This design comes from an exercise in tuning for small area, a short achievable clock period and few clock cycles per item on the open sky130 flow, not from production work. At most, simulation tests tie the RTL to the original design; equivalence was not proved. No driver is modelled on the clock port, so clock power and skew are understated where the tree is cut down; a real chip needs a root buffer or a tree.

==> inputs of v11 <==
## playfair_digraph_encryptor
module playfair_digraph_encryptor (
  input  logic        clk_i,
  input  logic        rst_ni,
  input  logic        psel,
  input  logic        penable,
  input  logic        pwrite,
  input  logic [4:0]  paddr,
  input  logic [31:0] pwdata,
  output logic [31:0] prdata,
  output logic        pready,
  input  logic        s_axis_tvalid,
  output logic        s_axis_tready,
  input  logic [7:0]  s_axis_tdata,    
  input  logic        s_axis_tlast,    
  output logic        m_axis_tvalid,
  input  logic        m_axis_tready,
  output logic [7:0]  m_axis_tdata,    
  output logic        m_axis_tlast     
);
==> module pfe_cfg_regs, before the edit <==
module pfe_cfg_regs (
  input  logic        clk_i,
  input  logic        rst_ni,
  input  logic        psel,
  input  logic        penable,
  input  logic        pwrite,
  input  logic [4:0]  paddr,
  input  logic [31:0] pwdata,
  output logic [31:0] prdata,
  output logic        pready,
  output pfe_pkg::rows_t       rows_o
);
  pfe_pkg::rows_t    rows_q, rows_d;
  pfe_pkg::row_t     rd_q, rd_d;
  logic [2:0] idx;
  logic     wr_en;
  assign idx    = paddr[4:2];
  assign wr_en  = psel & penable & pwrite;
  assign pready = 1'b1;
  always_comb begin
    rows_d = rows_q;
    if (wr_en) begin
      case (idx)
        pfe_pkg::REG_ROW_0: rows_d[0 +: 25] = pwdata[24:0];
        pfe_pkg::REG_ROW_1: rows_d[25 +: 25] = pwdata[24:0];
        pfe_pkg::REG_ROW_2: rows_d[50 +: 25] = pwdata[24:0];
        pfe_pkg::REG_ROW_3: rows_d[75 +: 25] = pwdata[24:0];
        pfe_pkg::REG_ROW_4: rows_d[100 +: 25] = pwdata[24:0];
        default: ;
      endcase
    end
  end
  always_comb begin
    case (idx)
      pfe_pkg::REG_ROW_0: rd_d = rows_q[0 +: 25];
      pfe_pkg::REG_ROW_1: rd_d = rows_q[25 +: 25];
      pfe_pkg::REG_ROW_2: rd_d = rows_q[50 +: 25];
      pfe_pkg::REG_ROW_3: rd_d = rows_q[75 +: 25];
      pfe_pkg::REG_ROW_4: rd_d = rows_q[100 +: 25];
      default:   rd_d = '0;
    endcase
  end
  always_ff @(posedge clk_i or negedge rst_ni) begin
    if (!rst_ni) begin
      rows_q <= pfe_pkg::ROWS_RESET;
    end else begin
      rows_q <= rows_d;
    end
  end
  always_ff @(posedge clk_i) begin
    rd_q <= rd_d;
  end
  assign prdata = {7'd0, rd_q};
  assign rows_o = rows_q;
endmodule
==> module playfair_digraph_encryptor, before the edit <==
module playfair_digraph_encryptor (
  input  logic        clk_i,
  input  logic        rst_ni,
  input  logic        psel,
  input  logic        penable,
  input  logic        pwrite,
  input  logic [4:0]  paddr,
  input  logic [31:0] pwdata,
  output logic [31:0] prdata,
  output logic        pready,
  input  logic        s_axis_tvalid,
  output logic        s_axis_tready,
  input  logic [7:0]  s_axis_tdata,    
  input  logic        s_axis_tlast,    
  output logic        m_axis_tvalid,
  input  logic        m_axis_tready,
  output logic [7:0]  m_axis_tdata,    
  output logic        m_axis_tlast     
);
  pfe_pkg::rows_t   rows;
  pfe_pkg::letter_t in_a;
  logic             s_accept;
  logic             hd_v_q, sk_v_q;
  pfe_pkg::letter_t hd_q, sk_q;
  logic             hd_last_q, sk_last_q;
  pfe_pkg::pos_t    pos_a, pos_x, p1, p2;
  logic             held_v_q;
  pfe_pkg::letter_t held_q;
  pfe_pkg::pos_t    held_pos_q;
  logic             buf_free, pop, split, pair, load, quad;
  pfe_cfg_regs u_regs (
    .clk_i   (clk_i),
    .rst_ni  (rst_ni),
    .psel    (psel),
    .penable (penable),
    .pwrite  (pwrite),
    .paddr   (paddr),
    .pwdata  (pwdata),
    .prdata  (prdata),
    .pready  (pready),
    .rows_o  (rows)
  );
  assign in_a          = (s_axis_tdata[4:0] == pfe_pkg::LETTER_J) ? pfe_pkg::LETTER_I
                                                                  : s_axis_tdata[4:0];
  assign s_axis_tready = ~sk_v_q;
  assign s_accept      = s_axis_tvalid & ~sk_v_q;
  always_ff @(posedge clk_i or negedge rst_ni) begin
    if (!rst_ni) begin
      hd_v_q <= 1'b0;
      sk_v_q <= 1'b0;
    end else begin
      if (pop || !hd_v_q) begin
        hd_v_q <= sk_v_q | s_accept;
        sk_v_q <= 1'b0;
      end else if (s_accept) begin
        sk_v_q <= 1'b1;
      end
    end
  end
  always_ff @(posedge clk_i) begin
    if (pop || !hd_v_q) begin
      if (sk_v_q) begin
        hd_q      <= sk_q;
        hd_last_q <= sk_last_q;
      end else begin
        hd_q      <= in_a;
        hd_last_q <= s_axis_tlast;
      end
    end
    if (!sk_v_q) begin
      sk_q      <= in_a;
      sk_last_q <= s_axis_tlast;
    end
  end
  assign pair = held_v_q | hd_last_q;
  assign pop  = hd_v_q & (buf_free | ~pair);
  assign load = pop & pair;
  assign split = held_v_q & (held_q != hd_q);
  assign quad  = held_v_q & ~split & hd_last_q;
  assign pos_a = pfe_pkg::locate(rows, hd_q);
  assign pos_x = pfe_pkg::locate(rows, pfe_pkg::LETTER_X);
  assign p1    = held_v_q ? held_pos_q : pos_a;
  assign p2    = split ? pos_a : pos_x;
  always_ff @(posedge clk_i or negedge rst_ni) begin
    if (!rst_ni) begin
      held_v_q <= 1'b0;
    end else if (pop) begin
      held_v_q <= ~hd_last_q & ~split;
    end
  end
  always_ff @(posedge clk_i) begin
    if (pop) begin
      held_q     <= hd_q;
      held_pos_q <= pos_a;
    end
  end
  pfe_out_buf u_out (
    .clk_i         (clk_i),
    .rst_ni        (rst_ni),
    .rows_i        (rows),
    .load_i        (load),
    .p1_i          (p1),
    .p2_i          (p2),
    .quad_i        (quad),
    .free_o        (buf_free),
    .m_axis_tvalid (m_axis_tvalid),
    .m_axis_tready (m_axis_tready),
    .m_axis_tdata  (m_axis_tdata),
    .m_axis_tlast  (m_axis_tlast)
  );
endmodule
Settings: LEC_CHECK=0, CAP_MARGIN=20, CORE_MARGIN=2, CORE_UTILIZATION=40, SLEW_MARGIN=20; clock period 11.0 ns.
standard.sh (not shown) runs the stock make flow with config.mk's settings and CLKGATE_MAP_FILE= SYNTH_SCRIPT=/design/flow/synth_recipe.tcl, a recipe that flattens the netlist after the stock synthesis.
==> flow/flow/run.sh <==
#!/bin/bash
set -euo pipefail
bash standard.sh "BUFFER_PORTS_ARGS=-buffer_cell sky130_fd_sc_hd__buf_4" \
  "PRE_CTS_TCL=$PWD/flow/mycts.tcl" \
  SETUP_SLACK_MARGIN=7.8 finish > flow_make.log 2>&1
==> flow/flow/mycts.tcl <==
# Manual clock tree: the clock port drives one root buffer, which drives
# NLEAF leaf buffers, each placed at the centre of a cluster of flip-flops.
proc mk_clock_tree { nleaf rootmaster leafmaster {noroot 0} } {
  set block [ord::get_db_block]
  set db [ord::get_db]
  set clknet [$block findNet clk_i]
  set sinks {}
  foreach it [$clknet getITerms] {
    lappend sinks $it
  }
  set n [llength $sinks]
  # sink locations
  set pts {}
  foreach it $sinks {
    set inst [$it getInst]
    set bb [$inst getBBox]
    lappend pts [list [expr {([$bb xMin] + [$bb xMax]) / 2}] [expr {([$bb yMin] + [$bb yMax]) / 2}]]
  }
  # k-means with balanced seeds: sort by x then y strips
  set idx {}
  for {set i 0} {$i < $n} {incr i} { lappend idx $i }
  set k $nleaf
  # initial centres: spread along sorted order
  set sorted [lsort -command [list apply {{pts a b} {
      set xa [lindex $pts $a 0]; set xb [lindex $pts $b 0]
      expr {$xa < $xb ? -1 : ($xa > $xb ? 1 : 0)} }} $pts] $idx]
  set cent {}
  for {set c 0} {$c < $k} {incr c} {
    set j [lindex $sorted [expr {int(($c + 0.5) * $n / $k)}]]
    lappend cent [lindex $pts $j]
  }
  set cap [expr {int(ceil(double($n) / $k)) + 2}]
  for {set iter 0} {$iter < 30} {incr iter} {
    # capacity-limited assignment: nearest centre with room, points in order of best distance
    set cand {}
    for {set i 0} {$i < $n} {incr i} {
      set p [lindex $pts $i]
      for {set c 0} {$c < $k} {incr c} {
        set q [lindex $cent $c]
        set d [expr {abs([lindex $p 0] - [lindex $q 0]) + abs([lindex $p 1] - [lindex $q 1])}]
        lappend cand [list $d $i $c]
      }
    }
    set cand [lsort -integer -index 0 $cand]
    set asg [lrepeat $n -1]
    set cnt [lrepeat $k 0]
    foreach e $cand {
      lassign $e d i c
      if {[lindex $asg $i] >= 0} continue
      if {[lindex $cnt $c] >= $cap} continue
      lset asg $i $c
      lset cnt $c [expr {[lindex $cnt $c] + 1}]
    }
    set sx [lrepeat $k 0]; set sy [lrepeat $k 0]
    for {set i 0} {$i < $n} {incr i} {
      set c [lindex $asg $i]
      lset sx $c [expr {[lindex $sx $c] + [lindex $pts $i 0]}]
      lset sy $c [expr {[lindex $sy $c] + [lindex $pts $i 1]}]
    }
    for {set c 0} {$c < $k} {incr c} {
      set m [lindex $cnt $c]
      if {$m > 0} { lset cent $c [list [expr {[lindex $sx $c] / $m}] [expr {[lindex $sy $c] / $m}]] }
    }
  }
  set rm [$db findMaster $rootmaster]
  set lm [$db findMaster $leafmaster]
  # root buffer at the centre of the leaf buffers
  set rx 0; set ry 0
  foreach q $cent { set rx [expr {$rx + [lindex $q 0]}]; set ry [expr {$ry + [lindex $q 1]}] }
  set rx [expr {$rx / $k}]; set ry [expr {$ry / $k}]
  # mid level: the clock port drives nmid buffers (noroot is their count), each
  # driving the leaf buffers nearest to it
  set nmid $noroot
  set midnets {}
  set leafmid {}
  if {$nmid > 0} {
    # pair leaves to mids: sort leaf centres by angle around the middle
    set order [lsort -real -command [list apply {{cent rx ry a b} {
        set aa [expr {atan2([lindex $cent $a 1] - $ry, [lindex $cent $a 0] - $rx)}]
        set bb [expr {atan2([lindex $cent $b 1] - $ry, [lindex $cent $b 0] - $rx)}]
        expr {$aa < $bb ? -1 : ($aa > $bb ? 1 : 0)} }} $cent $rx $ry] [lsearch -all [lrepeat $k x] x]]
    set leafmid [lrepeat $k 0]
    for {set j 0} {$j < $k} {incr j} {
      lset leafmid [lindex $order $j] [expr {$j * $nmid / $k}]
    }
    for {set m 0} {$m < $nmid} {incr m} {
      set mx 0; set my 0; set mc 0
      for {set c 0} {$c < $k} {incr c} {
        if {[lindex $leafmid $c] == $m} {
          set mx [expr {$mx + [lindex $cent $c 0]}]; set my [expr {$my + [lindex $cent $c 1]}]; incr mc
        }
      }
      set b [odb::dbInst_create $block $rm clkbuf_mid_$m]
      $b setLocation [expr {$mx / $mc}] [expr {$my / $mc}]
      $b setPlacementStatus PLACED
      set mn [odb::dbNet_create $block clknet_mid_$m]
      $mn setSigType CLOCK
      [$b findITerm A] connect $clknet
      [$b findITerm X] connect $mn
      lappend midnets $mn
    }
  } else {
    set root [odb::dbInst_create $block $rm clkbuf_root]
    $root setLocation $rx $ry
    $root setPlacementStatus PLACED
    set rnet [odb::dbNet_create $block clknet_root]
    $rnet setSigType CLOCK
    [$root findITerm A] connect $clknet
    [$root findITerm X] connect $rnet
    set midnets [list $rnet]
    set leafmid [lrepeat $k 0]
  }
  set leafnets {}
  for {set c 0} {$c < $k} {incr c} {
    set b [odb::dbInst_create $block $lm clkbuf_leaf_$c]
    $b setLocation [lindex $cent $c 0] [lindex $cent $c 1]
    $b setPlacementStatus PLACED
    set ln [odb::dbNet_create $block clknet_leaf_$c]
    $ln setSigType CLOCK
    [$b findITerm A] connect [lindex $midnets [lindex $leafmid $c]]
    [$b findITerm X] connect $ln
    lappend leafnets $ln
  }
  for {set i 0} {$i < $n} {incr i} {
    set it [lindex $sinks $i]
    $it disconnect
    $it connect [lindex $leafnets [lindex $asg $i]]
  }
  $clknet setSigType CLOCK
  puts "mk_clock_tree: $n sinks, $k leaves, sizes $cnt"
}

# Runs as PRE_CTS_TCL: build a two-level clock tree by hand (the clock port
# drives 4 buffers, each driving 2 leaf buffers at the centres of balanced
# flip-flop clusters), then stand in for clock_tree_synthesis, whose place in
# cts.tcl this takes. Everything after it in cts.tcl (legalisation, timing
# repair) runs as usual.
mk_clock_tree 8 sky130_fd_sc_hd__clkbuf_16 sky130_fd_sc_hd__clkbuf_16 4
rename clock_tree_synthesis tritoncts_unused
proc clock_tree_synthesis { args } {
  puts "clock tree built by hand in PRE_CTS_TCL; clock_tree_synthesis $args not run"
  set_propagated_clock [all_clocks]
}
==> inputs of v37, as changes to v11 <==
--- a/flow/design.v
+++ b/flow/design.v
@@ -74,21 +74,23 @@
   pfe_pkg::rows_t    rows_q, rows_d;
   pfe_pkg::row_t     rd_q, rd_d;
   logic [2:0] idx;
-  logic     wr_en;
+  logic     setup, access;
+  logic [4:0] we_q;
   assign idx    = paddr[4:2];
-  assign wr_en  = psel & penable & pwrite;
+  assign setup  = psel & ~penable;
+  assign access = psel & penable;
   assign pready = 1'b1;
+  always_ff @(posedge clk_i or negedge rst_ni) begin
+    if (!rst_ni) begin
+      we_q <= '0;
+    end else begin
+      for (int r = 0; r < 5; r++) we_q[r] <= setup & pwrite & (idx == r[2:0]);
+    end
+  end
   always_comb begin
     rows_d = rows_q;
-    if (wr_en) begin
-      case (idx)
-        pfe_pkg::REG_ROW_0: rows_d[0 +: 25] = pwdata[24:0];
-        pfe_pkg::REG_ROW_1: rows_d[25 +: 25] = pwdata[24:0];
-        pfe_pkg::REG_ROW_2: rows_d[50 +: 25] = pwdata[24:0];
-        pfe_pkg::REG_ROW_3: rows_d[75 +: 25] = pwdata[24:0];
-        pfe_pkg::REG_ROW_4: rows_d[100 +: 25] = pwdata[24:0];
-        default: ;
-      endcase
+    for (int r = 0; r < 5; r++) begin
+      if (access && we_q[r]) rows_d[25*r +: 25] = pwdata[24:0];
     end
   end
   always_comb begin
==> flow/flow/run.sh (replaced) <==
#!/bin/bash
set -euo pipefail
bash standard.sh "BUFFER_PORTS_ARGS=-buffer_cell sky130_fd_sc_hd__buf_1" \
  "PRE_CTS_TCL=$PWD/flow/mycts.tcl" \
  SETUP_SLACK_MARGIN=7.8 TNS_END_PERCENT=0 finish > flow_make.log 2>&1
==> inputs of v20, as changes to v11 <==
--- a/flow/design.v
+++ b/flow/design.v
@@ -74,21 +74,23 @@
   pfe_pkg::rows_t    rows_q, rows_d;
   pfe_pkg::row_t     rd_q, rd_d;
   logic [2:0] idx;
-  logic     wr_en;
+  logic     setup, access;
+  logic [4:0] we_q;
   assign idx    = paddr[4:2];
-  assign wr_en  = psel & penable & pwrite;
+  assign setup  = psel & ~penable;
+  assign access = psel & penable;
   assign pready = 1'b1;
+  always_ff @(posedge clk_i or negedge rst_ni) begin
+    if (!rst_ni) begin
+      we_q <= '0;
+    end else begin
+      for (int r = 0; r < 5; r++) we_q[r] <= setup & pwrite & (idx == r[2:0]);
+    end
+  end
   always_comb begin
     rows_d = rows_q;
-    if (wr_en) begin
-      case (idx)
-        pfe_pkg::REG_ROW_0: rows_d[0 +: 25] = pwdata[24:0];
-        pfe_pkg::REG_ROW_1: rows_d[25 +: 25] = pwdata[24:0];
-        pfe_pkg::REG_ROW_2: rows_d[50 +: 25] = pwdata[24:0];
-        pfe_pkg::REG_ROW_3: rows_d[75 +: 25] = pwdata[24:0];
-        pfe_pkg::REG_ROW_4: rows_d[100 +: 25] = pwdata[24:0];
-        default: ;
-      endcase
+    for (int r = 0; r < 5; r++) begin
+      if (access && we_q[r]) rows_d[25*r +: 25] = pwdata[24:0];
     end
   end
   always_comb begin
CORE_UTILIZATION = 55   (was 40)
==> inputs of v36, as changes to v11 <==
--- a/flow/design.v
+++ b/flow/design.v
@@ -224,7 +224,7 @@
 );
   pfe_pkg::rows_t   rows;
   pfe_pkg::letter_t in_a;
-  logic             s_accept;
+  logic             rdy_q, s_accept;
   logic             hd_v_q, sk_v_q;
   pfe_pkg::letter_t hd_q, sk_q;
   logic             hd_last_q, sk_last_q;
@@ -247,18 +247,21 @@
   );
   assign in_a          = (s_axis_tdata[4:0] == pfe_pkg::LETTER_J) ? pfe_pkg::LETTER_I
                                                                   : s_axis_tdata[4:0];
-  assign s_axis_tready = ~sk_v_q;
-  assign s_accept      = s_axis_tvalid & ~sk_v_q;
+  assign s_axis_tready = rdy_q;
+  assign s_accept      = s_axis_tvalid & rdy_q;
   always_ff @(posedge clk_i or negedge rst_ni) begin
     if (!rst_ni) begin
       hd_v_q <= 1'b0;
       sk_v_q <= 1'b0;
+      rdy_q  <= 1'b1;
     end else begin
       if (pop || !hd_v_q) begin
         hd_v_q <= sk_v_q | s_accept;
         sk_v_q <= 1'b0;
+        rdy_q  <= 1'b1;
       end else if (s_accept) begin
         sk_v_q <= 1'b1;
+        rdy_q  <= 1'b0;
       end
     end
   end
==> flow/flow/run.sh (replaced) <==
#!/bin/bash
set -euo pipefail
MARGIN=${MARGIN:-8}
bash standard.sh SETUP_SLACK_MARGIN=$MARGIN finish > flow_make.log 2>&1
removed: flow/flow/mycts.tcl
==> flow_metrics.env <==
export IMPL_dp_hpwl_mm=26.9
export IMPL_power_density_mw_per_mm2=278
export IMPL_critPathMostFrequentCell="buf_6"
export IMPL_final_cell_mix="112 x buf_4, 91 x nand2_1, 75 x mux2_2"
export IMPL_globalRouteMet2Util=0.403
export IMPL_fin_ws_ps=7750
export IMPL_die_height_um=174
export IMPL_dr_wl_met3_mm=3.90
export IMPL_via_count_of_the_first_global_routing_pass=8860
export IMPL_floorplan_initialDensity=0.405
export IMPL_critical_path_max_stage_delay_ps=300
export IMPL_overall_routing_resource_usage=0.262
export IMPL_synth_seq_area_share=0.468
export IMPL_outcome="complete, no violations"
export IMPL_critical_path_required_ps=11200
export IMPL_syn_mean_instance_area_um2=11.1
export IMPL_crit_path_end="u_regs.rows_q[10]"
export IMPL_crit_reg2reg_launch="u_out.p2_q[6]"
export IMPL_startpoint_type="primary input"
That was v11.
==> flow_metrics.env <==
export IMPL_final_cell_mix="134 x mux2_2, 92 x nand2_1, 79 x dfrtp_1"
export IMPL_dp_hpwl_mm=27.2
export IMPL_startpoint_type="flop"
export IMPL_critical_path_required_ps=8800
export IMPL_power_largest_group="combinational cells"
export IMPL_via_count_of_the_first_global_routing_pass=8304
export IMPL_syn_mean_instance_area_um2=11.2
export IMPL_fin_ws_ps=7800
export IMPL_dr_wl_met3_mm=2.73
export IMPL_overall_routing_resource_usage=0.241
export IMPL_power_density_mw_per_mm2=247
export IMPL_global_route_layer_with_the_greatest_usage="met2"
export IMPL_grt_util_met1=0.358
export IMPL_crit_reg2reg_launch="u_out.p1_q[3]"
export IMPL_die_height_um=175
export IMPL_critical_path_max_stage_delay_ps=460
export IMPL_outcome="complete, no violations"
export IMPL_power_total_mw=3.23
That was v37.
==> flow_metrics.env <==
export IMPL_startpoint_type="flop"
export IMPL_outcome="complete, no violations"
export IMPL_globalRouteMet2Util=0.441
export IMPL_syn_mean_instance_area_um2=10.8
export IMPL_via_count_of_the_first_global_routing_pass=9538
export IMPL_crit_path_end="s_axis_tready"
export IMPL_synth_seq_area_share=0.463
export IMPL_power_density_mw_per_mm2=329
export IMPL_floorplan_initialDensity=0.407
export IMPL_critical_path_required_ps=8800
export IMPL_overall_routing_resource_usage=0.277
export IMPL_die_height_um=175
export IMPL_final_cell_mix="89 x nand2_1, 80 x mux2_4, 75 x dfrtp_1"
export IMPL_fin_ws_ps=7610
That was v36.
==> flow_metrics.env <==
export IMPL_dp_hpwl_mm=25.8
export IMPL_outcome="complete, no violations"
export IMPL_synth_seq_area_share=0.474
export IMPL_crit_path_end="s_axis_tready"
export IMPL_power_density_mw_per_mm2=252
export IMPL_crit_reg2reg_launch="hd_q[2]"
export IMPL_power_total_mw=3.35
export IMPL_overall_routing_resource_usage=0.338
export IMPL_dr_wl_met3_mm=3.38
export IMPL_critical_path_max_stage_delay_ps=480
export IMPL_fin_ws_ps=7830
export IMPL_via_count_of_the_first_global_routing_pass=8551
export IMPL_syn_mean_instance_area_um2=11.2
export IMPL_gp_congestion=1.04
export IMPL_critical_path_required_ps=8800
export IMPL_comb_multi_input_count=759
export IMPL_synth_commonest_cells="134 x mux2_2, 96 x nand2_1, 80 x dfrtp_1"
That was v20.
Testbench counts of v11, summed over its fixed seeds: cycles 10,430, items 9,600.
Testbench counts of v37, summed over its fixed seeds: cycles 10,430, items 9,600.
Testbench counts of v20, summed over its fixed seeds: cycles 10,430, items 9,600.
Function not checked in v36: the RTL went through the layout flow alone. In v11, v37 and v20 the design's own scripts or RTL, not TritonCTS, make the clock network.

what the ideal ports hide:
In the flow no input, the clock included, has a driving cell. The finished layouts below were timed again as built, in two steps.
Step 1, drivers: a clkbuf_16 drives clk_i and a buf_2 each remaining input, both assumed.
Step 2, shift: input delay + t, output delay - t, t = (earliest + latest rising clock arrival at the registers) / 2. This alone moves slack from input paths to output paths.
Three values: no drivers, after step 1, after step 2; two values: the first two.
| run | t (ns) | slack for setup (ns) | worst data-port slew with drivers (ns) | pins driven straight from the clock port |
|---|---|---|---|---|
| v11 | 0.407 | 7.749 / 7.725 / 7.317 | 0.20 | 4 |
| v37 | 0.408 | 7.804 / 7.694 / 7.471 | 0.09 | 4 |
| v20 | 0.403 | 7.825 / 7.719 / 7.520 | 0.06 | 4 |
| v36 | 0.579 | 7.609 / 7.559 / 7.168 | 0.05 | 1 |
After both steps setup and hold are still met in every run listed. For v36, which loses most, drivers alone change the setup slack by -0.050 ns; drivers and shift together by -0.441 ns.
